From an optimization exercise on the open Yosys and OpenROAD flow, aimed at small area, a short achievable clock period and few clock cycles; shortcuts taken in it are not production practice. In this exercise RTL edits were held to simulation tests only and were not proved equivalent to the original. The clock port is modelled as an ideal driver; clocking choices that lean on that would not hold on a real chip. Power is estimated from default activity; no workload was simulated.

[flow/flow/run.sh]
#!/bin/bash
# Standard layout (the standard flow's synthesis, constraints and steps) with these
# changes to how it is made:
#  - port buffers are buf_1 cells instead of the default choice;
#  - up to clock-tree synthesis, timing repair aims for a setup margin of
#    M1 ns, so the resizer improves the critical paths below the 10 ns clock;
#    it repairs the worst path only (TNS_END_PERCENT 0), since only the
#    worst slack counts;
#  - after the standard post-CTS repair, flow/post_cts.tcl runs one more
#    sizing-only repair pass toward the same margin;
set -euo pipefail
M1=6.3
M2=5.95
BUF="BUFFER_PORTS_ARGS=-buffer_cell sky130_fd_sc_hd__buf_1"
HOOK="POST_CTS_TCL=$PWD/flow/post_cts.tcl"
bash standard.sh SETUP_SLACK_MARGIN=$M1 TNS_END_PERCENT=0 "$BUF" "$HOOK" cts > flow_make_1.log 2>&1
bash standard.sh SETUP_SLACK_MARGIN=$M2 TNS_END_PERCENT=0 "$BUF" finish > flow_make_2.log 2>&1
[flow/flow/post_cts.tcl]
# Extra sizing pass after the standard post-CTS repair: upsize and swap pins
# only, toward the same setup margin, then legalize again.
repair_timing -setup -setup_margin $::env(SETUP_SLACK_MARGIN) -repair_tns 0 -sequence sizeup,swap -verbose
detailed_placement
check_placement -verbose
[flow/standard.sh]
#!/bin/bash
# synth_recipe.tcl (not shown) runs the flow's synth.tcl, then flattens the netlist and writes it again
# the make line also repeats each setting of config.mk as NAME=value (left out here)
make -C /OpenROAD-flow-scripts/flow DESIGN_CONFIG=/design/flow/config.mk WORK_HOME=/design/flow/orfs CLKGATE_MAP_FILE= SYNTH_SCRIPT=/design/flow/synth_recipe.tcl "${@:-finish}"
[flow/config.mk]
export PLATFORM = sky130hd
export DESIGN_NAME = cpu_core
export DESIGN_NICKNAME = cpu_core
export VERILOG_FILES = /design/flow/design.v
export SDC_FILE = /design/flow/constraint.sdc
export NUM_CORES = 4
export LEC_CHECK = 0
export CAP_MARGIN = 20
export CORE_MARGIN = 2
export CORE_UTILIZATION = 50
export CTS_BUF_LIST = sky130_fd_sc_hd__clkbuf_16
export CTS_CLUSTER_DIAMETER = 120
export CTS_CLUSTER_SIZE = 25
export SLEW_MARGIN = 20
[flow/constraint.sdc]
create_clock -name core_clock -period 10.0 [get_ports {clk}]
set_input_delay 2.0000 -clock core_clock [delete_from_list [all_inputs] [get_ports {clk}]]
set_output_delay 2.0000 -clock core_clock [all_outputs]
set_load 0.01 [all_outputs]
[flow/design.v]
`timescale 1ns/1ps
module cpu_core (
    input  logic        clk,
    input  logic        rst,
    input  logic [15:0] instr_in,
    output logic [15:0] pc,
    output logic        dmem_req_valid,
    output logic        dmem_req_store,
    output logic [15:0] dmem_req_addr,
    output logic [15:0] dmem_req_wdata,
    input  logic        dmem_rsp_credit,
    input  logic [15:0] dmem_rsp_rdata
);
    logic [1:0]  cls;
    logic [2:0]  op, dst;
    logic [4:0]  low;
    logic [7:0]  s1, sb;       
    logic        ir_valid;
    logic        credit_q;
    logic        ld_pending;
    logic [2:0]  ld_dst;
    logic [15:0] regs [8];
    logic        clr;
    logic [2:0] f_rb;
    assign f_rb = (instr_in[15:14] == 2'b10) ? instr_in[10:8] : instr_in[4:2];
    logic [15:0] imm;
    assign imm = {{11{low[4]}}, low};
    logic is_alu, is_mem, is_jmp, is_ld;
    assign is_alu = ~cls[1];
    assign is_mem = cls[1] & ~cls[0] & (op[2:1] == 2'b00);
    assign is_ld  = is_mem & ~op[0];
    assign is_jmp = cls[1] & cls[0];
    logic use_s1, use_sb, use_dst;
    assign use_s1  = is_alu | is_mem | (is_jmp & ~op[2]);
    assign use_sb  = (cls == 2'b00) | is_mem | (is_jmp & ~op[2]);
    assign use_dst = is_alu | is_ld;
    logic [15:0] a, rbv;
    always_comb begin
        a   = '0;
        rbv = '0;
        for (int i = 0; i < 8; i++) begin
            a   = a   | (regs[i] & {16{s1[i]}});
            rbv = rbv | (regs[i] & {16{sb[i]}});
        end
    end
    logic [15:0] b;
    logic [2:0]  aop;
    logic        sub;
    logic [15:0] sum;
    logic [15:0] res;
    assign b   = cls == 2'b00 ? rbv : imm;
    assign aop = is_alu ? op : 3'd0;
    assign sub = (aop == 3'd1) | (aop == 3'd7);
    logic [15:0] bx, kp, kg;
    assign bx = b ^ {16{sub}};
    always_comb begin
        logic [15:0] p, g, pn, gn;
        p = a ^ bx;
        g = a & bx;
        g[0] = g[0] | (p[0] & sub);
        kp = p;
        for (int d = 1; d < 16; d = d * 2) begin
            gn = g;
            pn = p;
            for (int i = d; i < 16; i++) begin
                gn[i] = g[i] | (p[i] & g[i-d]);
                pn[i] = p[i] & p[i-d];
            end
            g = gn;
            p = pn;
        end
        kg = g;
    end
    assign sum = kp ^ {kg[14:0], sub};
    always_comb begin
        case (aop)
            3'd0, 3'd1: res = sum;
            3'd2: res = a & b;
            3'd3: res = a | b;
            3'd4: res = a ^ b;
            3'd5: res = a << b[3:0];
            3'd6: res = a >> b[3:0];
            default: res = {15'd0, (a[15] ^ b[15]) ? a[15] : sum[15]};
        endcase
    end
    logic cond, taken;
    always_comb begin
        case (op)
            3'd0: cond = 1'b1;
            3'd1: cond = (a == 16'd0);
            3'd2: cond = (a != 16'd0);
            3'd3: cond = a[15];
            default: cond = 1'b0;
        endcase
    end
    assign taken = ir_valid & is_jmp & cond;
    logic [7:0] ld_oh;
    always_comb begin
        ld_oh = '0;
        ld_oh[ld_dst] = 1'b1;
    end
    logic haz, avail, ld_wr, stall, issue, e_wr;
    assign haz   = ld_pending & ((use_s1 & |(s1 & ld_oh)) |
                                 (use_sb & |(sb & ld_oh)) |
                                 (use_dst & (dst == ld_dst)));
    assign avail = (credit_q & ~dmem_req_valid) | dmem_rsp_credit;
    assign ld_wr = ld_pending & dmem_rsp_credit;
    assign e_wr  = ir_valid & is_alu;
    assign stall = ir_valid & (haz | (is_mem & ~avail) | (is_alu & ld_wr));
    assign issue = ir_valid & is_mem & ~haz & avail;
    logic [7:0]  we;
    logic [2:0]  wa;
    logic [15:0] wd;
    logic        ld_sel, alu_sel;
    assign wa      = ld_wr ? ld_dst : dst;
    assign ld_sel  = ld_wr & ~clr;
    assign alu_sel = ~ld_wr & ~clr;
    assign wd      = ({16{ld_sel}} & dmem_rsp_rdata) | ({16{alu_sel}} & res);
    always_comb begin
        for (int i = 0; i < 8; i++)
            we[i] = clr | ((ld_wr | (e_wr & ~haz)) & (wa == 3'(i)));
    end
    always_ff @(posedge clk) begin
        for (int i = 0; i < 8; i++)
            if (we[i]) regs[i] <= wd;
    end
    always_ff @(posedge clk or posedge rst) begin
        if (rst) clr <= 1'b1;
        else     clr <= 1'b0;
    end
    always_ff @(posedge clk or posedge rst) begin
        if (rst) begin
            pc       <= '0;
            ir_valid <= 1'b0;
        end else if (!stall) begin
            pc       <= taken ? rbv : pc + 16'd1;
            ir_valid <= ~taken;
        end
    end
    always_ff @(posedge clk) begin
        if (!stall) begin
            cls <= instr_in[15:14];
            op  <= instr_in[13:11];
            dst <= instr_in[10:8];
            low <= instr_in[4:0];
            for (int i = 0; i < 8; i++) begin
                s1[i] <= (instr_in[7:5] == 3'(i));
                sb[i] <= (f_rb == 3'(i));
            end
        end
    end
    always_ff @(posedge clk or posedge rst) begin
        if (rst) begin
            dmem_req_valid <= 1'b0;
            credit_q       <= 1'b1;
            ld_pending     <= 1'b0;
        end else begin
            dmem_req_valid <= issue;
            credit_q       <= avail & ~issue;
            if (issue) ld_pending <= is_ld;
            else if (dmem_rsp_credit) ld_pending <= 1'b0;
        end
    end
    always_ff @(posedge clk) begin
        dmem_req_store <= op[0];
        dmem_req_addr  <= sum;
        dmem_req_wdata <= rbv;
        if (issue) ld_dst <= dst;
    end
endmodule
==> metrics.md, run 1 <==
| Metric | Value |
|---|---|
| Least-Margin Pin Slew | 0.9781 ns |
| Worst-Skew Late Latency | 0.51 ns |
| Area growth syn-to-layout | 13.37% |
| Starting Density | 0.5069 |
| Drt via density | 6.789 |
| Worst path required time | 10.21 ns |
| Layout Nets | 1332 |
| RSZ-0062 raised after global routing | no |
| Max-slew violation count | 0 |
| Final setup vio count | 0 |
| Critical path depth in cells | 12 |
| Crit path buffers/inverters | 1 |
| Pin count of the biggest net entering global routing | 63 |
| Top delay family on crit path | compound AO/OA/AOI/OAI gates |
| Lkg Pwr | 5.173 nW |
| Outcome | finished clean |
| Layout Utilization | 0.5747 |
| Top Metal Used | met5 |
| Worst setup SP type | flop |
| Cells after synthesis | 1154 |
| DRC violations left | 0 |
| Syn Nets | 1242 |
| Pwr dens | 244.2 mW/mm^2 |
| Async set-reset flop share out of synthesis | 0.09813 |
| CTS Sinks | 214 |
| Post-Syn Area | 0.01229 mm^2 |
| Total Power | 3.402 mW |
| Hold depth | 2 |
| Crit path cell chain | buf_4, a22oi_1, nand4_1, ha_1, a21o_1, nand2_1, a21oi_2, o21ai_2, o21ai_1, o31a_1, xor2_1, a311o_2 |
| DP Wirelength | 28550 um |
| CP max stage cell | nand4_1 |
| Worst Reg-to-Reg Cells | 12 |
| Final min period | 3.885 ns |
| DR vias | 10690 |
| WL met2 | 18370 um |
| Die area | 0.02585 mm^2 |
| Commonest non-fill, non-tap cells in the layout | edfxtp_1, a22oi_1, buf_1, inv_1, nand2_1 |
| Antenna Nets Post-Route | 0 |
| Sequential fraction of the synthesis area | 0.4876 |
| Worst-path clk slew | 0.10 ns |
| VDD IR max | 0.1295 mV |
| Routed Wire Length | 43040 um |
| Post-synth EDFFs | 160 |
| Initial DRC count | 1489 |
| Overall Global Routing Usage | 0.3292 |
| Core ar. | 0.02425 mm^2 |
| Period utilization | 0.3885 |
| Max_slew headroom | 0.3411 |
| Critical Path Max Stage Delay | 0.65 ns |
| Die H | 160.8 um |
| Max-Cap Viols | 0 |
| Port-buffer cells | 84 |
| TritonCTS clock tree | done |
| Avg WL per Cell | 27.33 um |
| Antenna cell count | 0 |
| Crit path capture type | flop |
| Ports | 85 |
| Kind of critical path | flop to flop |
| Post-synth cell types | 84 |
| Crit Path Max Fanout | 17 |
| First-pass GRT wire length | 63890 um |
| Aggregate negative setup slack | 0 ns |
| Final estimated routing congestion in global placement | 0.9570 |
| Seq cells post-synth | 214 |
| Worst hold-check path type | flop to flop |
| Die width | 160.8 um |
| Share of post-route cells with drive strength above 1 | 0.1519 |
| Number of antenna violations at the first check in global routing | 1 |
| Number of global-route vias before repair | 10000 |
| Overall overflow remaining after global route | 0 |
| Metal3 WL | 5132 um |
| Synth warnings | 2 |
| Critical Path AT | 4.10 ns |
| Clk_skew | 0.04388 ns |
| Final Hold Vio Count | 0 |
| Metal1 wirelength | 17570 um |
| Drt pass-1 iters | 6 |
| Most common cell after layout, fill and taps aside | edfxtp_1 |
| FP Rows | 57 |
| Ys flop type | edfxtp_1 |
| Mean post-synth cell area | 10.65 um^2 |
| Fmax | 0.2574 GHz |
-- tightest hold or removal path: stages (launching register included) --
cell and delay (ns):
dfrtp_1 0.41, inv_1 0.06, a22oi_1 0.06
-- synthesized netlist by cell type, types with 6 or more instances --
master,number,area share
o31ai_1,8,0.0049
a211oi_1,18,0.011
nor3_2,7,0.0057
inv_1,59,0.018
dfxtp_1,33,0.054
dfrtp_1,19,0.039
o21ai_0,56,0.023
a22oi_1,140,0.086
a222oi_1,7,0.0057
nand3_1,15,0.0061
buf_2,17,0.0069
buf_1,7,0.0021
a31oi_1,9,0.0046
nor4_1,7,0.0036
nor3_1,50,0.020
mux2_2,11,0.010
a21o_1,13,0.0079
nor2b_1,7,0.0036
nand4_1,39,0.020
nor3b_1,7,0.0043
nor2_1,49,0.015
mux2i_1,18,0.015
nand2b_1,9,0.0046
xnor2_1,25,0.018
and3_1,17,0.0087
buf_6,12,0.011
a21oi_1,60,0.024
ha_1,52,0.053
edfxtp_1,160,0.39
or3_1,9,0.0046
clkbuf_1,35,0.011
a221o_1,6,0.0049
xor2_1,8,0.0057
nand2_1,58,0.018
a221oi_1,13,0.0093
-- layout make-up --
| type | instances | area (um^2) |
|---|---|---|
| multi-input combinational | 804 | 6006 |
| clock inverter | 9 | 67.56 |
| clock buffer | 13 | 325.3 |
| fill | 2133 | 10310 |
| timing repair buffer | 151 | 897.1 |
| sequential | 214 | 5993 |
| inverter | 60 | 240.2 |
| tap | 324 | 405.4 |
-- path summary, 6_finish.rpt --
check | from | to | slack, ns
worst max-delay path | s1[7] | regs[2][15] | 6.11
worst min-delay path | pc[15] | pc[15] | 0.56
worst max register to register | s1[7] | regs[2][15] | 6.11
worst min register to register | pc[15] | pc[15] | 0.56
max in group asynchronous | rst | pc[5] | 7.85
min in group asynchronous | rst | pc[2] | 1.62
-- sequential cells by signal, indices dropped and copies added (netlist names) --
signal / flops
op: 3
regs: 128
ld_dst: 3
dmem_req_wdata: 16
cls: 2
pc: 16
low: 5
dmem_req_store: 1
dst: 3
dmem_req_valid: 1
sb: 8
s1: 8
ld_pending: 1
clr: 1
dmem_req_addr: 16
ir_valid: 1
credit_q: 1
-- logic make-up after synthesis --
family	synth area share
AND/OR/NAND/NOR	0.1283
XOR/XNOR	0.02484
flip-flops	0.4876
buffers and inverters	0.05415
multiplexers	0.02565
adder cells (fa/ha/maj)	0.05456
AO/OA/AOI/OAI	0.2247
other	0.0003051
-- where the power goes --
part	internal (mW)	switching, mW
combinational	0.499	0.906
clock	0.250	0.313
sequential	1.27	0.165
-- layer usage --
layer / GRT usage / vias up
met1: 0.4714 / 5199
met4: 0.1254 / 2
met5: 0 / -
met2: 0.4908 / 697
li1: - / 4675
met3: 0.07335 / 120
-- through the flow --
stage	instance area, um^2	std cells	setup slack (ns)	hold slack [ns]
after global placement	12760	1504	4.978	0.5348
after global routing	13930	1575	5.948	0.5864
final	13930	1575	6.115	0.5597
after detailed placement	12760	1504	4.804	0.5407
after floorplan	12320	1154	6.252	0.4040
Testbench counts, summed over its fixed seeds: cycles 43,778.
==> inputs of run 2 (changes only) <==
--- a/flow/config.mk
+++ b/flow/config.mk
@@ -12,3 +12,4 @@
 export CTS_CLUSTER_DIAMETER = 120
 export CTS_CLUSTER_SIZE = 25
+export GPL_ROUTABILITY_DRIVEN = 0
 export SLEW_MARGIN = 20
==> run 2 against run 1 <==
Against the previous run: clock skew decreased by 0.013 ns; critical path depth decreased by 1; clock-buffer cell count shrank 1; worst setup slack got worse by 0.038 ns; final area grew 0.17%; synthesized cell count stayed put; sequential cell count unchanged; area after synthesis unchanged; register-to-register slack got worse by 0.04 ns; largest cell class is now sequential cells.
==> metrics.md, run 2 <==
| Metric | Value |
|---|---|
| Outcome | finished clean |
| Starting Density | 0.5069 (unchanged) |
| TritonCTS clock tree | done |
| Min-delay src | pc[15] |
| DP Wirelength | 28150 um (-1.4%) |
| Most flops, register | regs |
| Worst hold-check path type | flop to flop |
| Worst Reg-to-Reg Cells | 11 (-1) |
| Antenna Nets Post-Route | 0 (unchanged) |
| Number of antenna violations at the first check in global routing | 1 (unchanged) |
| Crit path buffers/inverters | 2 (+1) |
| Initial DRC count | 1650 (+11%) |
| Placed cell areas | 0.01275 mm^2 (about the same) |
| Pwr dens | 241.8 mW/mm^2 (-0.97%) |
| Number of global-route vias before repair | 10280 (+2.8%) |
| Max-Cap Viols | 0 (unchanged) |
| Sequential fraction of the synthesis area | 0.4876 (unchanged) |
| Register area | 0.005993 mm^2 (unchanged) |
| Drt via density | 6.891 (+1.5%) |
| Post-synth EDFFs | 160 (unchanged) |
| Port-buffer cells | 84 (unchanged) |
| R2R Setup Slk | 6.08 ns (-0.04 ns) |
| Crit path capture type | flop |
| Cells after synthesis | 1154 (unchanged) |
| Least-Margin Pin Slew | 0.9747 ns (-0.003327 ns) |
| Ys flop type | edfxtp_1 |
| Final setup vio count | 0 (unchanged) |
| Die H | 160.8 um (unchanged) |
| Area growth syn-to-layout | 13.56% |
| Period utilization | 0.3923 (+0.003782) |
| RR Startpoint | sb[5] |
| Critical path launch point | sb[5] |
| Non-filler cells, final | 1595 (+1.3%) |
| Clk_skew | 0.03087 ns (-0.01300 ns) |
| Area taken by multi-input logic gates | 0.005913 mm^2 (-1.5%) |
| Total Power | 3.375 mW (-0.80%) |
| Worst-Skew Late Latency | 0.50 ns (about the same) |
| Placed instance count | 1502 (-0.13%) |
| Layout Nets | 1353 (+1.6%) |
| Aggregate negative setup slack | 0 ns (unchanged) |
| Synth warnings | 2 (unchanged) |
| Fillers | 2130 (-0.14%) |
| Overall Global Routing Usage | 0.3284 (-0.0007795) |
| Top delay family on crit path | compound AO/OA/AOI/OAI gates |
| Max-slew violation count | 0 (unchanged) |
| Worst-path clk slew | 0.10 ns (about the same) |
| Final Hold Vio Count | 0 (unchanged) |
| First-pass GRT wire length | 64090 um (+0.31%) |
| Overall overflow remaining after global route | 0 (unchanged) |
| Kind of critical path | flop to flop |
| DRC violations left | 0 (unchanged) |
| FP Rows | 57 (unchanged) |
| Worst Setup EP | regs[4][15] |
| Ports | 85 (unchanged) |
| Commonest non-fill, non-tap cells in the layout | edfxtp_1, a22oi_1, buf_1, buf_4, inv_1 |
| Most common cell after layout, fill and taps aside | edfxtp_1 |
| Share of post-route cells with drive strength above 1 | 0.1581 (+0.006265) |
| Worst path required time | 10.23 ns (+0.02 ns) |
| VDD IR max | 0.1277 mV (-1.4%) |
| Post-synth top area cell | edfxtp_1 |
| Worst flop-to-flop path endpoint | regs[4][15] |
| Worst hold slack | 0.5580 ns (-0.001674 ns) |
| Max_slew headroom | 0.3433 (+0.002241) |
| CTS Sinks | 214 (unchanged) |
| Avg WL per Cell | 27.11 um (-0.79%) |
| DR vias | 10990 (+2.8%) |
| Drt pass-1 iters | 6 (unchanged) |
| Seq cells post-synth | 214 (unchanged) |
| Count leader, synth | edfxtp_1 |
| Async set-reset flop share out of synthesis | 0.09813 (unchanged) |
| Die area | 0.02585 mm^2 (unchanged) |
| Core ar. | 0.02425 mm^2 (unchanged) |
| RSZ-0062 raised after global routing | yes |
| Routed Wire Length | 43240 um (+0.47%) |
| Die width | 160.8 um (unchanged) |
| Share of Yosys cell area claimed by the top area cell type | 0.3909 (unchanged) |
| Commonest cells post-synth | edfxtp_1, a22oi_1, a21oi_1 |
| Lkg Pwr | 5.257 nW (+1.6%) |
| Fin area | 0.01396 mm^2 (+0.17%) |
| Final min period | 3.923 ns (+0.03782 ns) |
| Post-Syn Area | 0.01229 mm^2 (unchanged) |
| Worst setup SP type | flop |
| Max reg flops | 128 (unchanged) |
| Antenna cell count | 0 (unchanged) |
| Critical Path AT | 4.16 ns (+0.06 ns) |
| Crit Path Max Fanout | 9 (-8) |
| Post-synth cell types | 84 (unchanged) |
| Syn Nets | 1242 (unchanged) |
| Fmax | 0.2549 GHz (-0.96%) |
| Crit path cell chain | buf_6, buf_4, a22oi_1, nand4_1, o21ai_0, xnor2_1, ha_1, or3_1, o31a_1, xor2_1, a311o_2 |
| CP max stage cell | o21ai_0 |
| Critical path depth in cells | 11 (-1) |
| Pin count of the biggest net entering global routing | 61 (-3.2%) |
| Main area contributors after synthesis | edfxtp_1, a22oi_1, dfxtp_1 |
| Critical Path Max Stage Delay | 0.52 ns (-0.13 ns) |
| Mean post-synth cell area | 10.65 um^2 (unchanged) |
## run 2: cell count changes in the layout (fill, tap and decap cells not counted), sizes merged
cell	before	now
clkbuf	13	12
clkinv	0	1
buf	151	173
inv	67	65
clkinvlp	2	1
bufinv	0	1
## run 2: logic make-up after synthesis
logic type                 after synthesis  synth area share
and+or+nand+nor                        297            0.1283
other                                    1         0.0003051
AOI/OAI and AO/OA                      387            0.2247
muxes                                   30           0.02565
adders and majority gates               53           0.05456
DFF                                    214            0.4876
xor gates and xnor gates                34           0.02484
buffers and inverters                  138           0.05415
## run 2: worst reg2reg max path, cell delays in order (launching register included)
cell and delay [ns]:
edfxtp_1 0.43, buf_6 0.18, buf_4 0.19, a22oi_1 0.18, nand4_1 0.39, o21ai_0 0.52, xnor2_1 0.16, ha_1 0.28
or3_1 0.35, o31a_1 0.37, xor2_1 0.20, a311o_2 0.41
## run 2: area by class of cell
type	instances	share of cell area
clock buffers	12	0.02151
clock inverters	8	0.005289
inverters	60	0.01694
multi-input cells	804	0.4236
flip-flops and latches	214	0.4294
well taps	324	0.02904
repair buffers	173	0.07422
## run 2: layer usage
layer	vias up	routed length, um	GRT usage
met3	189	5132	0.06353
met4	2	2473	0.1477
met5	-	13	0
met2	849	18150	0.4935
li1	4712	-	-
met1	5239	17470	0.4636
## run 2: power breakdown
group	internal (mW)	total, mW	switching [mW]
clock	0.251	0.541	0.290
sequential	1.27	1.43	0.163
combinational	0.496	1.40	0.906
## run 2: metrics by stage
stage	setup slack, ns	utilization
detailed placement	4.869	0.5257
finish	6.077	0.5756
floorplan	6.252	-
global route	5.939	0.5756
global placement	4.988	0.5250
## run 2: worst min path at each step
stage | end | cells past startpoint
floorplan | dmem_req_store | 0
global placement | pc[15] | 2
detailed placement | pc[15] | 2
global route | pc[15] | 2
finish | pc[15] | 2
==> inputs of run 3 (changes only) <==
--- a/flow/config.mk
+++ b/flow/config.mk
@@ -12,4 +12,4 @@
 export CTS_CLUSTER_DIAMETER = 120
 export CTS_CLUSTER_SIZE = 25
-export GPL_ROUTABILITY_DRIVEN = 0
+export PLACE_DENSITY = 0.75
 export SLEW_MARGIN = 20
==> run 3 against run 2 <==
Against the previous run: via count rose by 2.4%; non-clock buffer count is 14 lower; worst setup slack got worse by 0.16 ns; global-route usage fell by 0.34 points; clock power shrank 3%; synthesized cell count stayed put; sequential share of layout area grew 0.55 points; clock skew rose by 0.025 ns; first-iteration DRC count rose by 27%; die area unchanged; critical path depth increased by 1.
==> metrics.md, run 3 <==
| Metric | Value |
|---|---|
| Port-buffer cells | 84 (unchanged) |
| Final estimated routing congestion in global placement | 1.004 |
| Switch Pwr | 1.367 mW (+0.62%) |
| Pwr dens | 243.1 mW/mm^2 (+0.53%) |
| Fmax | 0.2451 GHz (-3.9%) |
| Routed Wire Length | 43410 um (+0.39%) |
| Post-Syn Area | 0.01229 mm^2 (unchanged) |
| Ports | 85 (unchanged) |
| Async set-reset flop share out of synthesis | 0.09813 (unchanged) |
| Worst path required time | 10.21 ns (-0.02 ns) |
| Share of post-route cells with drive strength above 1 | 0.1416 (-0.01654) |
| Die area | 0.02585 mm^2 (unchanged) |
| Lkg Pwr | 5.184 nW (-1.4%) |
| Avg WL per Cell | 27.46 um (+1.3%) |
| Area taken by multi-input logic gates | 0.005867 mm^2 (-0.78%) |
| Final min period | 4.081 ns (+0.1576 ns) |
| Worst-path clk slew | 0.10 ns (about the same) |
| Worst setup SP type | flop |
| Most flops, register | regs |
| Comb pwr share | 0.414 (-0.002) |
| FP Rows | 57 (unchanged) |
| Post-synth cell types | 84 (unchanged) |
| Seq cells post-synth | 214 (unchanged) |
| Clock network fraction of total power | 0.157 (-0.003) |
| Max_slew headroom | 0.1719 (-0.1714) |
| Antenna cell count | 0 (unchanged) |
| Count leader, synth | edfxtp_1 |
| Die H | 160.8 um (unchanged) |
| Post-synth EDFFs | 160 (unchanged) |
| Post-synth top area cell | edfxtp_1 |
| Commonest non-fill, non-tap cells in the layout | edfxtp_1, a22oi_1, buf_1, buf_4, inv_1 |
| Kind of critical path | flop to flop |
| Cells after synthesis | 1154 (unchanged) |
| Clk_skew | 0.05582 ns (+0.02494 ns) |
| Max reg flops | 128 (unchanged) |
| Worst-Skew Late Latency | 0.52 ns (+0.02 ns) |
| Number of global-route vias before repair | 10410 (+1.2%) |
| Share of Yosys cell area claimed by the top area cell type | 0.3909 (unchanged) |
| Ys flop type | edfxtp_1 |
| Main area contributors after synthesis | edfxtp_1, a22oi_1, dfxtp_1 |
| Overall overflow remaining after global route | 0 (unchanged) |
| Layout Nets | 1339 (-1.0%) |
| Switch share | 0.4082 (+0.005472) |
| Least-Margin Pin Slew | 1.229 ns (+0.2544 ns) |
| Starting Density | 0.5069 (unchanged) |
| CTS Sinks | 214 (unchanged) |
| Drt pass-1 iters | 9 (+3) |
| Outcome | finished clean |
| CP max stage cell | a211oi_2 |
| First-pass GRT wire length | 63770 um (-0.51%) |
| VDD IR max | 0.1427 mV (+12%) |
| Overall Global Routing Usage | 0.3250 (-0.003406) |
| Synth warnings | 2 (unchanged) |
| Final setup vio count | 0 (unchanged) |
| Crit path cell chain | buf_4, buf_6, a22oi_2, buf_4, a41oi_4, nor2_4, inv_1, a21oi_1, a21oi_1, mux2i_1, a311oi_1, a211oi_2 |
| Commonest cells post-synth | edfxtp_1, a22oi_1, a21oi_1 |
| Crit path capture type | flop |
| DP Wirelength | 27800 um (-1.2%) |
| Sequential fraction of the synthesis area | 0.4876 (unchanged) |
| Period utilization | 0.4081 (+0.01576) |
| Antenna Nets Post-Route | 0 (unchanged) |
| Internal Power | 1.983 mW (-1.6%) |
| DR vias | 11260 (+2.4%) |
| Syn Nets | 1242 (unchanged) |
| Fillers | 2059 (-3.3%) |
| Max-slew violation count | 0 (unchanged) |
| Number of antenna violations at the first check in global routing | 1 (unchanged) |
| Layout Utilization | 0.5684 (-0.007224) |
| RSZ-0062 raised after global routing | yes |
| Crit Path Max Fanout | 15 (+6) |
| DRC violations left | 0 (unchanged) |
| Drt via density | 7.120 (+3.3%) |
| Initial DRC count | 2101 (+27%) |
| Sequential power share | 0.429 (+0.005) |
| Worst hold-check path type | flop to flop |
| Most common cell after layout, fill and taps aside | edfxtp_1 |
| Critical Path AT | 4.29 ns (+0.13 ns) |
| Register area | 0.005993 mm^2 (unchanged) |
| Pin count of the biggest net entering global routing | 63 (+3.3%) |
| Aggregate negative setup slack | 0 ns (unchanged) |
| Die width | 160.8 um (unchanged) |
| Max-Cap Viols | 0 (unchanged) |
| Area growth syn-to-layout | 12.13% |
| TritonCTS clock tree | done |
| Mean post-synth cell area | 10.65 um^2 (unchanged) |
| Critical Path Max Stage Delay | 0.50 ns (-0.02 ns) |
| Core ar. | 0.02425 mm^2 (unchanged) |
| Final Hold Vio Count | 0 (unchanged) |
==> run 3: critical path: cells and delay by family (launching register included) <==
family | cells | cell delay, ns
buffers and inverters | 4 | 0.62
multiplexers | 1 | 0.41
AO/OA/AOI/OAI | 6 | 1.98
flip-flops | 1 | 0.40
AND/OR/NAND/NOR | 1 | 0.36
==> run 3: power groups by stage <==
stage / registers, mW / logic, mW / clock network (mW)
final: 1.44 / 1.39 / 0.525
after global routing: 1.46 / 1.46 / 0.559
after detailed placement: 1.46 / 1.17 / 0
after global placement: 1.46 / 1.15 / 0
after floorplan: 1.43 / 0.760 / 0
==> run 3: worst paths after layout <==
path | endpoint | slack [ns] | startpoint | depth (start not counted)
max | regs[7][0] | 5.92 | sb[0] | 12
min | pc[15] | 0.56 | pc[15] | 2
max reg2reg | regs[7][0] | 5.92 | sb[0] | 12
min reg2reg | pc[15] | 0.56 | pc[15] | 2
max in group asynchronous | pc[12] | 7.82 | rst | 2
min in group asynchronous | ir_valid | 1.62 | rst | 2
==> run 3: layout make-up <==
type,instances,area share
clock buffers,12,0.02179
repair buffers,159,0.06754
inverters,60,0.01716
well taps,324,0.02941
clock inverters,8,0.003631
multi-input cells,804,0.4257
flip-flops and latches,214,0.4348
==> run 3: logic make-up after synthesis <==
kind of cell	after synthesis	synth area share
compound gates	387	0.2247
simple gates	297	0.1283
flops	214	0.4876
buf+inv	138	0.05415
fa+ha+maj	53	0.05456
xor+xnor	34	0.02484
mux	30	0.02565
other cells	1	0.0003051
==> run 3: metal layers <==
| metal | global-route usage | up-vias | part of all wire |
|---|---|---|---|
| li1 | - | 4672 | - |
| met1 | 0.4331 | 5351 | 0.36 |
| met2 | 0.5014 | 1014 | 0.44 |
| met3 | 0.06792 | 219 | 0.13 |
| met4 | 0.1729 | 0 | 0.069 |
| met5 | 0 | - | 0 |
==> run 3: stage by stage <==
stage / hold WS, ns / std cells / instance area [um^2] / total power, mW / setup WS [ns]
floorplan: 0.4040 / 1154 / 12320 / 2.188 / 6.252
global placement: 0.5340 / 1498 / 12710 / 2.604 / 4.950
detailed placement: 0.5470 / 1498 / 12710 / 2.628 / 4.745
global route: 0.5816 / 1581 / 13780 / 3.478 / 5.897
finish: 0.5595 / 1581 / 13780 / 3.350 / 5.919
==> inputs of run 4 (changes only) <==
--- a/flow/config.mk
+++ b/flow/config.mk
@@ -10,6 +10,5 @@
 export CORE_UTILIZATION = 50
 export CTS_BUF_LIST = sky130_fd_sc_hd__clkbuf_16
-export CTS_CLUSTER_DIAMETER = 120
-export CTS_CLUSTER_SIZE = 25
-export PLACE_DENSITY = 0.75
+export CTS_CLUSTER_DIAMETER = 100
+export CTS_CLUSTER_SIZE = 20
 export SLEW_MARGIN = 20
==> run 4 against run 3 <==
Against the previous run: still clean on timing, DRC and antenna; worst setup slack better by 0.10 ns; sequential power about the same; critical path depth shrank 1; clock skew shrank 0.034 ns; wire length down 1.6%; global-route usage hardly changed; sequential share of layout area shrank 0.41 points; critical endpoint is now regs[2][13]; largest power group unchanged; highest routed layer is now met5.
==> metrics.md, run 4 <==
| Metric | Value |
|---|---|
| Sequential fraction of the synthesis area | 0.4876 (unchanged) |
| Die H | 160.8 um (unchanged) |
| Count leader, synth | edfxtp_1 |
| Cells after synthesis | 1154 (unchanged) |
| Commonest cells post-synth | edfxtp_1, a22oi_1, a21oi_1 |
| Antenna Nets Post-Route | 0 (unchanged) |
| Clk_skew | 0.02208 ns (-0.03373 ns) |
| Drt via density | 6.756 (-5.1%) |
| Main area contributors after synthesis | edfxtp_1, a22oi_1, dfxtp_1 |
| Fmax | 0.2514 GHz (+2.6%) |
| CTS Sinks | 214 (unchanged) |
| Number of antenna violations at the first check in global routing | 1 (unchanged) |
| DP Wirelength | 28550 um (+2.7%) |
| Lkg Pwr | 5.250 nW (+1.3%) |
| RSZ-0062 raised after global routing | yes |
| Worst-path clk slew | 0.08 ns (-0.02 ns) |
| Fillers | 2140 (+3.9%) |
| Share of post-route cells with drive strength above 1 | 0.1458 (+0.004177) |
| DR vias | 10760 (-4.4%) |
| Ports | 85 (unchanged) |
| Port-buffer cells | 84 (unchanged) |
| Crit path capture type | flop |
| Overall overflow remaining after global route | 0 (unchanged) |
| Final setup vio count | 0 (unchanged) |
| Async set-reset flop share out of synthesis | 0.09813 (unchanged) |
| TritonCTS clock tree | done |
| Overall Global Routing Usage | 0.3247 (about the same) |
| Max-slew violation count | 0 (unchanged) |
| Share of Yosys cell area claimed by the top area cell type | 0.3909 (unchanged) |
| Layout Nets | 1348 (+0.67%) |
| Synth warnings | 2 (unchanged) |
| VDD IR max | 0.1593 mV (+12%) |
| Crit Path Max Fanout | 11 (-4) |
| Outcome | finished clean |
| DRC violations left | 0 (unchanged) |
| Worst Reg-to-Reg Cells | 11 (-1) |
| Post-synth cell types | 84 (unchanged) |
| Post-Syn Area | 0.01229 mm^2 (unchanged) |
| Worst setup SP type | flop |
| Post-synth top area cell | edfxtp_1 |
| Syn Nets | 1242 (unchanged) |
| Avg WL per Cell | 26.83 um (-2.3%) |
| R2R Setup Slk | 6.02 ns (+0.10 ns) |
| Worst path required time | 10.11 ns (-0.10 ns) |
| Die width | 160.8 um (unchanged) |
| Post-synth EDFFs | 160 (unchanged) |
| Pin count of the biggest net entering global routing | 63 (unchanged) |
| Kind of critical path | flop to flop |
| Starting Density | 0.5069 (unchanged) |
| Aggregate negative setup slack | 0 ns (unchanged) |
| Mean post-synth cell area | 10.65 um^2 (unchanged) |
| Critical Path AT | 4.08 ns (-0.21 ns) |
| Area growth syn-to-layout | 13.20% |
| Pwr dens | 244.6 mW/mm^2 (+0.62%) |
| Final Hold Vio Count | 0 (unchanged) |
| Max-Cap Viols | 0 (unchanged) |
| Max_slew headroom | 0.3498 (+0.1779) |
| Worst-Skew Late Latency | 0.50 ns (-0.02 ns) |
| Final estimated routing congestion in global placement | 0.9570 (-4.7%) |
| Routed Wire Length | 42730 um (-1.6%) |
| Seq cells post-synth | 214 (unchanged) |
| Most common cell after layout, fill and taps aside | edfxtp_1 |
| Final min period | 3.977 ns (-0.1031 ns) |
| Max reg flops | 128 (unchanged) |
| Drt pass-1 iters | 7 (-2) |
| Period utilization | 0.3977 (-0.01031) |
| Non-filler cells, final | 1593 (+0.76%) |
| Commonest non-fill, non-tap cells in the layout | edfxtp_1, a22oi_1, buf_1, buf_4, inv_1 |
| Placed instance count | 1504 (+0.40%) |
| Ys flop type | edfxtp_1 |
| FP Rows | 57 (unchanged) |
| Antenna cell count | 0 (unchanged) |
| Least-Margin Pin Slew | 0.9650 ns (-0.2641 ns) |
| Hold depth | 2 (unchanged) |
| Most flops, register | regs |
| Number of global-route vias before repair | 9983 (-4.1%) |
| Initial DRC count | 1519 (-28%) |
| Die area | 0.02585 mm^2 (unchanged) |
| Core ar. | 0.02425 mm^2 (unchanged) |
| First-pass GRT wire length | 63110 um (-1.0%) |
| Worst hold-check path type | flop to flop |
## run 4: cell types whose count changed in the layout (fill, tap and decap cells not counted), sizes merged
cell      previous run  this run
buf                158       165
bufbuf               1         0
clkbuf              12        15
clkinv               2         1
clkinvlp             1         2
inv                 65        68
## run 4: cell families after synthesis
group / synth area share
DFF: 0.4876
and+or+nand+nor: 0.1283
adders and majority gates: 0.05456
muxes: 0.02565
xor gates and xnor gates: 0.02484
buffers and inverters: 0.05415
other: 0.0003051
AOI/OAI and AO/OA: 0.2247
## run 4: critical path, stage by stage, from the launching register on
cell and delay (ns):
edfxtp_1 0.41, buf_6 0.18, buf_4 0.17, a22oi_1 0.17
nand4_1 0.38, o21ai_1 0.41, inv_1 0.08, ha_1 0.30
a221oi_1 0.41, o21ai_0 0.19, o31ai_1 0.45, nand3_1 0.42
## run 4: area by class of cell
class                   instances  area [um^2]  area share
clock buffers                  15        375.4     0.02698
clock inverters                11        63.81    0.004586
inverters                      60        237.7     0.01708
multi-input cells             804         5869      0.4218
flip-flops and latches        214         5993      0.4307
well taps                     324        405.4     0.02913
repair buffers                165        969.7     0.06969
## run 4: routing by layer
| layer | routed length (um) | part of all wire | up-vias | GRT usage |
|---|---|---|---|---|
| li1 | - | - | 4698 | - |
| met1 | 17100 | 0.40 | 5155 | 0.4605 |
| met2 | 18110 | 0.42 | 786 | 0.4857 |
| met3 | 5472 | 0.13 | 122 | 0.07929 |
| met4 | 2033 | 0.048 | 2 | 0.1205 |
| met5 | 15 | 0.00035 | - | 0 |
## run 4: stage by stage
step,hold WS [ns],util,power (mW),cell area [um^2],setup slack [ns]
floorplan,0.4040,-,2.188,12320,6.252
global placement,0.5348,0.5262,2.645,12760,4.978
detailed placement,0.5407,0.5262,2.642,12760,4.804
global route,0.5839,0.5738,3.557,13910,5.850
finish,0.5559,0.5738,3.403,13910,6.023
## run 4: power breakdown
group | internal (mW) | switching [mW]
combinational | 0.492 | 0.894
clock | 0.281 | 0.306
sequential | 1.27 | 0.162
total | 2.04 | 1.36
## run 4: worst paths after layout
kind	from	end
worst max-delay path	sb[1]	regs[2][13]
worst min-delay path	pc[15]	pc[15]
worst max register to register	sb[1]	regs[2][13]
worst min register to register	pc[15]	pc[15]
max in group asynchronous	rst	pc[5]
min in group asynchronous	rst	pc[7]
==> inputs of run 5 (changes only) <==
--- a/flow/flow/run.sh
+++ b/flow/flow/run.sh
@@ -14,4 +14,4 @@
 BUF="BUFFER_PORTS_ARGS=-buffer_cell sky130_fd_sc_hd__buf_1"
 HOOK="POST_CTS_TCL=$PWD/flow/post_cts.tcl"
-bash standard.sh SETUP_SLACK_MARGIN=$M1 TNS_END_PERCENT=0 "$BUF" "$HOOK" cts > flow_make_1.log 2>&1
-bash standard.sh SETUP_SLACK_MARGIN=$M2 TNS_END_PERCENT=0 "$BUF" finish > flow_make_2.log 2>&1
+bash standard.sh SETUP_SLACK_MARGIN=$M1 TNS_END_PERCENT=0 MATCH_CELL_FOOTPRINT=0 "$BUF" "$HOOK" cts > flow_make_1.log 2>&1
+bash standard.sh SETUP_SLACK_MARGIN=$M2 TNS_END_PERCENT=0 MATCH_CELL_FOOTPRINT=0 "$BUF" finish > flow_make_2.log 2>&1
--- a/flow/config.mk
+++ b/flow/config.mk
@@ -10,5 +10,5 @@
 export CORE_UTILIZATION = 50
 export CTS_BUF_LIST = sky130_fd_sc_hd__clkbuf_16
-export CTS_CLUSTER_DIAMETER = 100
-export CTS_CLUSTER_SIZE = 20
+export CTS_CLUSTER_DIAMETER = 120
+export CTS_CLUSTER_SIZE = 25
 export SLEW_MARGIN = 20
==> run 5 against run 4 <==
Against the previous run: worst hold slack lost 0.078 ns; sequential power is essentially flat; largest cell class unchanged; highest routed layer is now met4; final area shrank 1.7%; synthesized cell count is the same; clock skew grew 0.011 ns; non-clock buffer count shrank 17; critical path depth grew 4; critical path type unchanged; clock power shrank 13%.
==> metrics.md, run 5 <==
| Metric | Value |
|---|---|
| Outcome | finished clean |
| Max_slew headroom | 0.2645 (-0.08539) |
| Commonest non-fill, non-tap cells in the layout | edfxtp_1, a22oi_1, buf_1, inv_1, nand2_1 |
| Async set-reset flop share out of synthesis | 0.09813 (unchanged) |
| Avg WL per Cell | 27.01 um (+0.69%) |
| Synth warnings | 2 (unchanged) |
| Max-slew violation count | 0 (unchanged) |
| Core ar. | 0.02425 mm^2 (unchanged) |
| Routed Wire Length | 42440 um (-0.70%) |
| Fmax | 0.2492 GHz (-0.89%) |
| TritonCTS clock tree | done |
| Fillers | 2168 (+1.3%) |
| Starting Density | 0.5069 (unchanged) |
| DRC violations left | 0 (unchanged) |
| Sequential power share | 0.432 (+0.012) |
| Min-delay src | op[0] |
| DP Wirelength | 28500 um (-0.16%) |
| Final Hold Vio Count | 0 (unchanged) |
| Sequential fraction of the synthesis area | 0.4876 (unchanged) |
| R2R Setup Slk | 5.99 ns (-0.04 ns) |
| Worst-Skew Late Latency | 0.50 ns (about the same) |
| Most common cell after layout, fill and taps aside | edfxtp_1 |
| Seq cells post-synth | 214 (unchanged) |
| Max reg flops | 128 (unchanged) |
| Drt via density | 6.763 (about the same) |
| Period utilization | 0.4013 (+0.003580) |
| Lkg Pwr | 5.111 nW (-2.6%) |
| Ports | 85 (unchanged) |
| Count leader, synth | edfxtp_1 |
| Share of post-route cells with drive strength above 1 | 0.1292 (-0.01657) |
| Worst hold slack | 0.4781 ns (-0.07785 ns) |
| Post-Syn Area | 0.01229 mm^2 (unchanged) |
| RR Startpoint | cls[1] |
| Main area contributors after synthesis | edfxtp_1, a22oi_1, dfxtp_1 |
| Cells after synthesis | 1154 (unchanged) |
| Initial DRC count | 1696 (+12%) |
| Overall Global Routing Usage | 0.3229 (-0.001787) |
| Comb pwr share | 0.413 (+0.006) |
| Internal Power | 1.971 mW (-3.4%) |
| Number of global-route vias before repair | 9876 (-1.1%) |
| Aggregate negative setup slack | 0 ns (unchanged) |
| Least-Margin Pin Slew | 1.092 ns (+0.1267 ns) |
| Worst hold-check path type | flop to flop |
| Die area | 0.02585 mm^2 (unchanged) |
| Worst flop-to-flop path endpoint | regs[4][15] |
| FP Rows | 57 (unchanged) |
| VDD IR max | 0.1216 mV (-24%) |
| Max-Cap Viols | 0 (unchanged) |
| CTS Sinks | 214 (unchanged) |
| Area growth syn-to-layout | 11.30% |
| Worst Reg-to-Reg Cells | 15 (+4) |
| RSZ-0062 raised after global routing | yes |
| Commonest cells post-synth | edfxtp_1, a22oi_1, a21oi_1 |
| Post-synth top area cell | edfxtp_1 |
| Port-buffer cells | 84 (unchanged) |
| Final min period | 4.013 ns (+0.03580 ns) |
| Layout Nets | 1328 (-1.5%) |
| Antenna Nets Post-Route | 0 (unchanged) |
| Critical Path AT | 4.24 ns (+0.16 ns) |
| Kind of critical path | flop to flop |
| Ys flop type | edfxtp_1 |
| DR vias | 10620 (-1.3%) |
| Worst setup SP type | flop |
| Final setup vio count | 0 (unchanged) |
| Mean post-synth cell area | 10.65 um^2 (unchanged) |
| Die H | 160.8 um (unchanged) |
| Die width | 160.8 um (unchanged) |
| Clock network fraction of total power | 0.155 (-0.017) |
| Worst-path clk slew | 0.10 ns (+0.02 ns) |
| First-pass GRT wire length | 62400 um (-1.1%) |
| Crit path capture type | flop |
| Syn Nets | 1242 (unchanged) |
| Min-Delay Endpoint | dmem_req_store |
| Hold depth | 0 (-2) |
| Post-synth cell types | 84 (unchanged) |
| Clk_skew | 0.03314 ns (+0.01105 ns) |
| Drt pass-1 iters | 8 (+1) |
| Share of Yosys cell area claimed by the top area cell type | 0.3909 (unchanged) |
| Worst path required time | 10.23 ns (+0.12 ns) |
| Crit Path Max Fanout | 15 (+4) |
| Switch share | 0.4038 (+0.003710) |
| Final estimated routing congestion in global placement | 1.001 (+4.6%) |
| Most flops, register | regs |
| Number of antenna violations at the first check in global routing | 1 (unchanged) |
| Switch Pwr | 1.335 mW (-1.9%) |
| Post-synth EDFFs | 160 (unchanged) |
| Pin count of the biggest net entering global routing | 63 (unchanged) |
| Pwr dens | 241.7 mW/mm^2 (-1.2%) |
| Overall overflow remaining after global route | 0 (unchanged) |
[run 5: cell counts after synthesis]
No cell type changed its count.
[run 5: metrics by stage]
step                area (um^2)  instances  utilization  setup slack (ns)  power, mW
global placement          12740       1501       0.5254             4.911      2.645
finish                    13680       1571       0.5642             5.987      3.306
global route              13680       1571       0.5642             5.902      3.454
detailed placement        12740       1501       0.5254             4.797      2.642
floorplan                 12330       1154            -             6.252      2.188
[run 5: cells by family after synthesis]
group,share of synthesized area
flip-flops,0.4876
AND/OR/NAND/NOR,0.1283
other,0.0003051
multiplexers,0.02565
AO/OA/AOI/OAI,0.2247
XOR/XNOR,0.02484
adder cells (fa/ha/maj),0.05456
buffers and inverters,0.05415
[run 5: worst max-delay path: stages, from the launching register on]
cell,delay (ns)
edfxtp_1,0.45
buf_4,0.18
buf_4,0.18
nor2b_2,0.17
and2_1,0.21
buf_12,0.18
xnor2_1,0.10
ha_1,0.36
a21o_1,0.25
a21oi_4,0.23
a21oi_1,0.09
o21ai_1,0.21
o21ai_0,0.12
o31a_1,0.36
xor2_1,0.20
a311o_2,0.44
[run 5: how the worst max path moves through the flow]
stage | cells after the start | endpoint | slack (ns) | from
detailed placement | 14 | regs[2][8] | 4.80 | sb[2]
global placement | 13 | regs[4][5] | 4.91 | sb[0]
floorplan | 4 | regs[3][0] | 6.25 | dmem_rsp_credit
finish | 15 | regs[4][15] | 5.99 | cls[1]
global route | 15 | regs[4][15] | 5.90 | cls[1]
[run 5: layout make-up]
| class | instances | area (um^2) | area share |
|---|---|---|---|
| timing repair buffer | 148 | 838.3 | 0.06128 |
| sequential | 214 | 5993 | 0.4381 |
| clock buffer | 12 | 300.3 | 0.02195 |
| multi-input combinational | 804 | 5856 | 0.4280 |
| inverter | 60 | 234.0 | 0.01710 |
| tap | 324 | 405.4 | 0.02963 |
| clock inverter | 8 | 51.30 | 0.003750 |
| antenna | 1 | 2.502 | 0.0001829 |
[run 5: routing by layer]
metal | routed length [um] | global-route usage | vias up
met2 | 18580 | 0.4955 | 719
met1 | 17080 | 0.4445 | 5156
met5 | 0 | 0 | -
met3 | 5132 | 0.08807 | 99
li1 | - | - | 4650
met4 | 1643 | 0.1116 | 0
[run 5: power groups by stage]
stage	clock [mW]	sequential [mW]	combinational [mW]
6_report	0.511	1.43	1.37
3_3_place_gp	0	1.46	1.18
5_1_grt	0.552	1.45	1.45
3_5_place_dp	0	1.46	1.19
2_1_floorplan	0	1.43	0.760
==> inputs of run 6 (changes only) <==
--- a/flow/flow/run.sh
+++ b/flow/flow/run.sh
@@ -10,6 +10,6 @@
 #    sizing-only repair pass toward the same margin;
 set -euo pipefail
-M1=6.3
-M2=5.95
+M1=6.5
+M2=6.05
 BUF="BUFFER_PORTS_ARGS=-buffer_cell sky130_fd_sc_hd__buf_1"
 HOOK="POST_CTS_TCL=$PWD/flow/post_cts.tcl"
==> run 6 against run 5 <==
Against the previous run: still clean on timing, DRC and antenna; synthesized cell count stayed put; clock power is about 10% higher; core utilization is 0.82 points higher; via count is 1.6% higher; sequential share of layout area is 0.63 points lower; combinational power is 3% higher; clock skew is 0.0057 ns higher; register-to-register slack better by 0.07 ns; cell count is 0.57% higher; sequential power hardly changed; clock-buffer cell count is 1 higher; area after synthesis stayed put; critical endpoint is now regs[0][6]; highest routed layer unchanged.
==> metrics.md, run 6 <==
| Metric | Value |
|---|---|
| Post-synth cell types | 84 (unchanged) |
| Crit path capture type | flop |
| Total Power | 3.402 mW (+2.9%) |
| Crit Path Max Fanout | 17 (+2) |
| Switch share | 0.4097 (+0.005857) |
| Routed Wire Length | 44790 um (+5.6%) |
| Die width | 160.8 um (unchanged) |
| Comb pwr share | 0.414 (about the same) |
| Most common cell after layout, fill and taps aside | edfxtp_1 |
| Critical Path AT | 4.16 ns (-0.08 ns) |
| Fillers | 2105 (-2.9%) |
| Ports | 85 (unchanged) |
| Starting Density | 0.5069 (unchanged) |
| Worst-Skew Late Latency | 0.50 ns (about the same) |
| Commonest cells post-synth | edfxtp_1, a22oi_1, a21oi_1 |
| Max-Cap Viols | 0 (unchanged) |
| Aggregate negative setup slack | 0 ns (unchanged) |
| Fin area | 0.01388 mm^2 (+1.5%) |
| Die H | 160.8 um (unchanged) |
| RSZ-0062 raised after global routing | yes |
| Cells after synthesis | 1154 (unchanged) |
| Antenna Nets Post-Route | 0 (unchanged) |
| Syn Nets | 1242 (unchanged) |
| Worst hold slack | 0.5564 ns (+0.07830 ns) |
| DR vias | 10800 (+1.6%) |
| R2R Setup Slk | 6.06 ns (+0.07 ns) |
| Number of antenna violations at the first check in global routing | 0 (-1) |
| Ys flop type | edfxtp_1 |
| Final estimated routing congestion in global placement | 0.9985 (-0.22%) |
| Initial DRC count | 1600 (-5.7%) |
| Fmax | 0.2536 GHz (+1.8%) |
| Most flops, register | regs |
| Core ar. | 0.02425 mm^2 (unchanged) |
| Worst hold-check path type | flop to flop |
| Number of global-route vias before repair | 10110 (+2.4%) |
| Final setup vio count | 0 (unchanged) |
| Period utilization | 0.3943 (-0.007048) |
| FP Rows | 57 (unchanged) |
| Drt pass-1 iters | 8 (unchanged) |
| VDD IR max | 0.1454 mV (+20%) |
| TritonCTS clock tree | done |
| Internal Power | 2.008 mW (+1.9%) |
| Die area | 0.02585 mm^2 (unchanged) |
| Worst setup SP type | flop |
| Post-synth EDFFs | 160 (unchanged) |
| Critical path launch point | s1[3] |
| Final Hold Vio Count | 0 (unchanged) |
| Pin count of the biggest net entering global routing | 63 (unchanged) |
| Final min period | 3.943 ns (-0.07048 ns) |
| Clk_skew | 0.03880 ns (+0.005661 ns) |
| Outcome | finished clean |
| Final critical-path setup slack | 6.057 ns (+0.07048 ns) |
| Port-buffer cells | 84 (unchanged) |
| Share of post-route cells with drive strength above 1 | 0.1481 (+0.01888) |
| Main area contributors after synthesis | edfxtp_1, a22oi_1, dfxtp_1 |
| Avg WL per Cell | 28.35 um (+5.0%) |
| Pre-CTS setup slack | 5.094 ns (+0.2967 ns) |
| Layout Nets | 1337 (+0.68%) |
| Clock network fraction of total power | 0.166 (+0.011) |
| Placed cell areas | 0.01274 mm^2 (about the same) |
| First-pass GRT wire length | 65570 um (+5.1%) |
| Pwr dens | 245.1 mW/mm^2 (+1.4%) |
| Sequential fraction of the synthesis area | 0.4876 (unchanged) |
| Count leader, synth | edfxtp_1 |
| Mean post-synth cell area | 10.65 um^2 (unchanged) |
| CTS Sinks | 214 (unchanged) |
| Worst flop-to-flop path endpoint | regs[0][6] |
| Seq cells post-synth | 214 (unchanged) |
| Async set-reset flop share out of synthesis | 0.09813 (unchanged) |
| Worst Reg-to-Reg Cells | 13 (-2) |
| Overall overflow remaining after global route | 0 (unchanged) |
| Switch Pwr | 1.394 mW (+4.4%) |
| Worst Setup EP | regs[0][6] |
| Sequential power share | 0.421 (-0.011) |
| Post-Syn Area | 0.01229 mm^2 (unchanged) |
| Post-synth top area cell | edfxtp_1 |
| Least-Margin Pin Slew | 0.9403 ns (-0.1515 ns) |
| DRC violations left | 0 (unchanged) |
| Max reg flops | 128 (unchanged) |
| DP Wirelength | 29510 um (+3.5%) |
| Max-slew violation count | 0 (unchanged) |
| Share of Yosys cell area claimed by the top area cell type | 0.3909 (unchanged) |
| Drt via density | 6.833 (+1.0%) |
| Synth warnings | 2 (unchanged) |
| Max_slew headroom | 0.3683 (+0.1039) |
| Commonest non-fill, non-tap cells in the layout | edfxtp_1, a22oi_1, buf_1, buf_4, inv_1 |
| Antenna cell count | 0 (-1) |
| Lkg Pwr | 5.199 nW (+1.7%) |
| Kind of critical path | flop to flop |
| Area growth syn-to-layout | 12.92% |
| RR Startpoint | s1[3] |
| Worst-path clk slew | 0.10 ns (about the same) |
| Overall Global Routing Usage | 0.3410 (+0.01806) |
| Worst path required time | 10.22 ns (about the same) |
run 6: changes by cell type in the layout (fill, tap and decap cells not counted), moves of 2 or more:
cell | previous run | this run
a21o_2 | 5 | 0
inv_1 | 63 | 61
a21o_4 | 1 | 6
o21ai_1 | 13 | 9
buf_4 | 55 | 65
o21ai_2 | 5 | 10
buf_6 | 8 | 5
inv_6 | 1 | 3
clkinvlp_4 | 2 | 0
run 6: final cells by class:
class | instances | area, um^2 | share of cell area
well taps | 324 | 405.4 | 0.02921
repair buffers | 156 | 894.6 | 0.06445
multi-input cells | 804 | 5949 | 0.4286
clock buffers | 13 | 325.3 | 0.02344
clock inverters | 9 | 73.82 | 0.005319
inverters | 60 | 237.7 | 0.01713
flip-flops and latches | 214 | 5993 | 0.4318
run 6: kinds of logic (layout without fill, tap and decap cells):
| group | count (synthesis) | in the layout | synth area share |
|---|---|---|---|
| AO/OA/AOI/OAI | 387 | 387 | 0.2247 |
| XOR/XNOR | 34 | 34 | 0.02484 |
| adder cells (fa/ha/maj) | 53 | 53 | 0.05456 |
| buffers and inverters | 138 | 238 | 0.05415 |
| flip-flops | 214 | 214 | 0.4876 |
| multiplexers | 30 | 32 | 0.02565 |
| other | 1 | 1 | 0.0003051 |
| AND/OR/NAND/NOR | 297 | 297 | 0.1283 |
run 6: how the worst min path moves through the flow:
stage | startpoint | end | slack (ns) | cells after the start
2_1_floorplan | op[0] | dmem_req_store | 0.40 | 0
3_3_place_gp | pc[15] | pc[15] | 0.54 | 2
3_5_place_dp | pc[15] | pc[15] | 0.55 | 2
5_1_grt | pc[15] | pc[15] | 0.60 | 2
6_report | pc[15] | pc[15] | 0.56 | 2
run 6: layer usage:
metal | part of all wire | vias to the layer above | global-route usage
met4 | 0.051 | 0 | 0.1510
li1 | - | 4679 | -
met1 | 0.40 | 5296 | 0.4684
met3 | 0.095 | 121 | 0.05759
met5 | 0 | - | 0
met2 | 0.45 | 700 | 0.5355
run 6: power by group through the flow:
stage	Combinational, mW	Clock (mW)	Sequential (mW)
after floorplan	0.769	0	1.43
after detailed placement	1.20	0	1.46
after global routing	1.50	0.596	1.45
after global placement	1.20	0	1.46
final	1.41	0.564	1.43
run 6: through the flow:
step,cells,utilization
floorplan,1154,-
global placement,1499,0.5254
detailed placement,1499,0.5254
global route,1580,0.5724
finish,1580,0.5724
run 6: critical path: stages, from the launching register on:
cell      delay, ns
edfxtp_1       0.38
buf_4          0.23
a22oi_1        0.22
nand4_1        0.64
inv_1          0.35
fa_2           0.26
nor2b_1        0.05
o21a_1         0.20
o21ai_2        0.17
nand2_1        0.10
a21oi_1        0.19
xor2_1         0.26
o221ai_1       0.17
a221o_2        0.45
==> inputs of run 7 (changes only) <==
--- a/flow/flow/run.sh
+++ b/flow/flow/run.sh
@@ -10,8 +10,7 @@
 #    sizing-only repair pass toward the same margin;
 set -euo pipefail
-M1=6.5
-M2=6.05
+M1=6.3
+M2=6.1
 BUF="BUFFER_PORTS_ARGS=-buffer_cell sky130_fd_sc_hd__buf_1"
-HOOK="POST_CTS_TCL=$PWD/flow/post_cts.tcl"
-bash standard.sh SETUP_SLACK_MARGIN=$M1 TNS_END_PERCENT=0 MATCH_CELL_FOOTPRINT=0 "$BUF" "$HOOK" cts > flow_make_1.log 2>&1
-bash standard.sh SETUP_SLACK_MARGIN=$M2 TNS_END_PERCENT=0 MATCH_CELL_FOOTPRINT=0 "$BUF" finish > flow_make_2.log 2>&1
+bash standard.sh SETUP_SLACK_MARGIN=$M1 TNS_END_PERCENT=0 "$BUF" "POST_CTS_TCL=$PWD/flow/post_cts.tcl" cts > flow_make_1.log 2>&1
+bash standard.sh SETUP_SLACK_MARGIN=$M2 TNS_END_PERCENT=0 "$BUF" "POST_GLOBAL_ROUTE_TCL=$PWD/flow/post_grt.tcl" finish > flow_make_2.log 2>&1
==> flow/flow/post_grt.tcl (new file) <==
# Extra sizing pass after the standard global-route repair, with global-route
# parasitics: upsize and swap pins only, toward the same setup margin; then
# legalize, re-route the changed nets and rewrite the route guides.
global_route -start_incremental
repair_timing -setup -setup_margin $::env(SETUP_SLACK_MARGIN) -repair_tns 0 -sequence sizeup,swap -verbose
detailed_placement
global_route -end_incremental
estimate_parasitics -global_routing
check_placement -verbose
write_guides $::env(RESULTS_DIR)/route.guide
==> run 7 against run 6 <==
Against the previous run: highest routed layer is now met5; total power up 2.6%; core utilization grew 2.2 points; global-route usage decreased by 1.2 points; first-iteration DRC count down 3.7%; fmax decreased by 0.96%.
==> metrics.md, run 7 <==
| Metric | Value |
|---|---|
| Outcome | finished clean |
| Crit Path Max Fanout | 8 (-9) |
| Number of global-route vias before repair | 10000 (-1.1%) |
| DP Wirelength | 28550 um (-3.3%) |
| Max_slew headroom | 0.2060 (-0.1624) |
| Post-synth cell types | 84 (unchanged) |
| Crit path cell chain | buf_4, clkbuf_16, a22oi_1, nand4_1, o21ai_1, inv_1, ha_1, a221oi_1, o21ai_0, o31ai_1, nand3_2 |
| Ports | 85 (unchanged) |
| Max-slew violation count | 0 (unchanged) |
| Async set-reset flop share out of synthesis | 0.09813 (unchanged) |
| Placed instance count | 1504 (+0.33%) |
| Fmax | 0.2512 GHz (-0.96%) |
| Total Power | 3.491 mW (+2.6%) |
| Share of post-route cells with drive strength above 1 | 0.1882 (+0.04014) |
| Worst-path clk slew | 0.10 ns (about the same) |
| Final Hold Vio Count | 0 (unchanged) |
| VDD IR max | 0.1301 mV (-11%) |
| Initial DRC count | 1541 (-3.7%) |
| Antenna Nets Post-Route | 0 (unchanged) |
| Final estimated routing congestion in global placement | 0.9570 (-4.2%) |
| FP Rows | 57 (unchanged) |
| Number of antenna violations at the first check in global routing | 1 (+1) |
| Commonest cells post-synth | edfxtp_1, a22oi_1, a21oi_1 |
| DRC violations left | 0 (unchanged) |
| Routed Wire Length | 43900 um (-2.0%) |
| CTS Sinks | 214 (unchanged) |
| Worst-Skew Late Latency | 0.51 ns (about the same) |
| DR vias | 10950 (+1.4%) |
| Final setup vio count | 0 (unchanged) |
| Syn Nets | 1242 (unchanged) |
| Critical Path Max Stage Delay | 0.52 ns (-0.12 ns) |
| Top delay family on crit path | compound AO/OA/AOI/OAI gates |
| Final critical-path setup slack | 6.019 ns (-0.03831 ns) |
| Max-Cap Viols | 0 (unchanged) |
| CP max stage cell | o31ai_1 |
| Worst path required time | 10.16 ns (-0.06 ns) |
| First-pass GRT wire length | 63890 um (-2.6%) |
| Count leader, synth | edfxtp_1 |
| Mean post-synth cell area | 10.65 um^2 (unchanged) |
| Critical Path AT | 4.14 ns (-0.02 ns) |
| Aggregate negative setup slack | 0 ns (unchanged) |
| Overall overflow remaining after global route | 0 (unchanged) |
| Least-Margin Pin Slew | 1.179 ns (+0.2384 ns) |
| Overall Global Routing Usage | 0.3292 (-0.01182) |
| Pre-CTS setup slack | 4.804 ns (-0.2902 ns) |
| Ys flop type | edfxtp_1 |
| Most flops, register | regs |
| Avg WL per Cell | 27.18 um (-4.1%) |
| Pin count of the biggest net entering global routing | 63 (unchanged) |
| Drt via density | 6.777 (-0.82%) |
| Worst hold-check path type | flop to flop |
| Pwr dens | 242.3 mW/mm^2 (-1.1%) |
| Crit path capture type | flop |
| Die width | 160.8 um (unchanged) |
| Lkg Pwr | 5.412 nW (+4.1%) |
| Antenna cell count | 0 (unchanged) |
| Share of Yosys cell area claimed by the top area cell type | 0.3909 (unchanged) |
| Layout Nets | 1372 (+2.6%) |
| Seq cells post-synth | 214 (unchanged) |
| Crit path buffers/inverters | 3 (+1) |
| Main area contributors after synthesis | edfxtp_1, a22oi_1, dfxtp_1 |
| Non-filler cells, final | 1615 (+2.2%) |
| Post-synth top area cell | edfxtp_1 |
| Die H | 160.8 um (unchanged) |
| Post-Syn Area | 0.01229 mm^2 (unchanged) |
| Synth warnings | 2 (unchanged) |
| Area growth syn-to-layout | 17.19% |
| Starting Density | 0.5069 (unchanged) |
| Clk_skew | 0.04196 ns (+0.003159 ns) |
| Port-buffer cells | 84 (unchanged) |
| Sequential fraction of the synthesis area | 0.4876 (unchanged) |
| Worst setup SP type | flop |
| Most common cell after layout, fill and taps aside | edfxtp_1 |
| Die area | 0.02585 mm^2 (unchanged) |
| Commonest non-fill, non-tap cells in the layout | edfxtp_1, a22oi_1, buf_4, buf_1 |
| Kind of critical path | flop to flop |
| Cells after synthesis | 1154 (unchanged) |
| Final min period | 3.981 ns (+0.03831 ns) |
| Post-synth EDFFs | 160 (unchanged) |
| TritonCTS clock tree | done |
| Max reg flops | 128 (unchanged) |
| Core ar. | 0.02425 mm^2 (unchanged) |
| Drt pass-1 iters | 6 (-2) |
| Period utilization | 0.3981 (+0.003831) |
run 7: cell count changes in the layout (fill, tap and decap cells not counted), sizes merged:
cell | before | now
buf | 156 | 189
clkinvlp | 0 | 2
clkinv | 2 | 0
clkbuf | 13 | 15
run 7: area by class of cell:
class | count | area, um^2
Clock buffer | 13 | 325.3
Timing Repair Buffer | 191 | 1280
Inverter | 60 | 242.7
Sequential cell | 214 | 5993
Tap cell | 324 | 405.4
Clock inverter | 9 | 67.56
Fill cell | 2082 | 9843
Multi-Input combinational cell | 804 | 6091
run 7: cell families (layout without fill, tap and decap cells):
family          after synthesis  in the layout  synth area share
simple gates                297            297            0.1283
buf+inv                     138            273           0.05415
fa+ha+maj                    53             53           0.05456
flops                       214            214            0.4876
other cells                   1              1         0.0003051
xor+xnor                     34             34           0.02484
mux                          30             32           0.02565
compound gates              387            387            0.2247
run 7: layer usage:
| layer | up-vias | part of all wire | track usage |
|---|---|---|---|
| li1 | 4750 | - | - |
| met1 | 5231 | 0.40 | 0.4714 |
| met2 | 815 | 0.42 | 0.4908 |
| met3 | 147 | 0.13 | 0.07335 |
| met4 | 2 | 0.049 | 0.1254 |
| met5 | - | 0.00030 | 0 |
run 7: tightest hold or removal path: stages, from the launching register on:
cell and delay (ns):
dfrtp_1 0.41, inv_1 0.06, a22oi_1 0.06
run 7: path summary, 6_finish.rpt:
kind | from | to | slack (ns) | depth (start not counted)
min | pc[15] | pc[15] | 0.56 | 2
min in group asynchronous | rst | pc[2] | 1.62 | 2
max | sb[7] | regs[2][13] | 6.02 | 11
max in group asynchronous | rst | pc[5] | 7.85 | 2
min reg2reg | pc[15] | pc[15] | 0.56 | 2
max reg2reg | sb[7] | regs[2][13] | 6.02 | 11
run 7: report_power, final:
group          switching, mW  internal (mW)  leakage [nW]
clock network          0.312          0.250         0.212
logic                  0.937          0.556          3.01
registers              0.168           1.27          2.19
total                   1.42           2.07          5.41
run 7: per-stage QoR:
step | cell area [um^2] | hold WS [ns] | utilization
2_1_floorplan | 12320 | 0.4040 | -
3_3_place_gp | 12760 | 0.5348 | 0.5262
3_5_place_dp | 12760 | 0.5407 | 0.5262
6_report | 14410 | 0.5595 | 0.5941

static timing again, ports no longer ideal:
Ports are ideal in the flow. The routed layouts listed here were re-timed in OpenROAD. Step 1: set_driving_cell puts a clkbuf_16 on clk and a buf_2 on each other input, an assumption about the parent block. Step 2 moves the port delays by t, midway between the first and last clock arrival at a register: inputs arrive t later, outputs are due t later. That takes back most of the time a late clock gives input paths. Three values: ideal ports, drivers, drivers and shift; two values: the first two.
run | shift t [ns] | setup slack, ns | worst setup path at the end | latest minus earliest clock arrival (ns) | slew at the worst register clock pin (ns)
run 1 | 0.536 | 6.115 / 6.115 / 5.816 | input to register | 0.044 / 0.043 | 0.11 / 0.11
run 2 | 0.532 | 6.077 / 6.077 / 5.897 | input to register | 0.031 / 0.031 | 0.11 / 0.11
run 3 | 0.543 | 5.919 / 5.919 / 5.556 | input to register | 0.056 / 0.055 | 0.12 / 0.12
run 4 | 0.536 | 6.023 / 6.023 / 5.816 | input to register | 0.022 / 0.022 | 0.08 / 0.08
run 5 | 0.536 | 5.987 / 5.987 / 5.796 | input to register | 0.033 / 0.033 | 0.11 / 0.11
run 6 | 0.534 | 6.057 / 6.057 / 5.832 | input to register | 0.043 / 0.042 | 0.11 / 0.11
run 7 | 0.536 | 6.019 / 6.019 / 5.798 | input to register | 0.042 / 0.042 | 0.11 / 0.11
After both steps setup and hold are still met in every run listed. For run 3, which loses most, drivers alone change the setup slack by 0.000 ns; drivers and shift together by -0.363 ns.
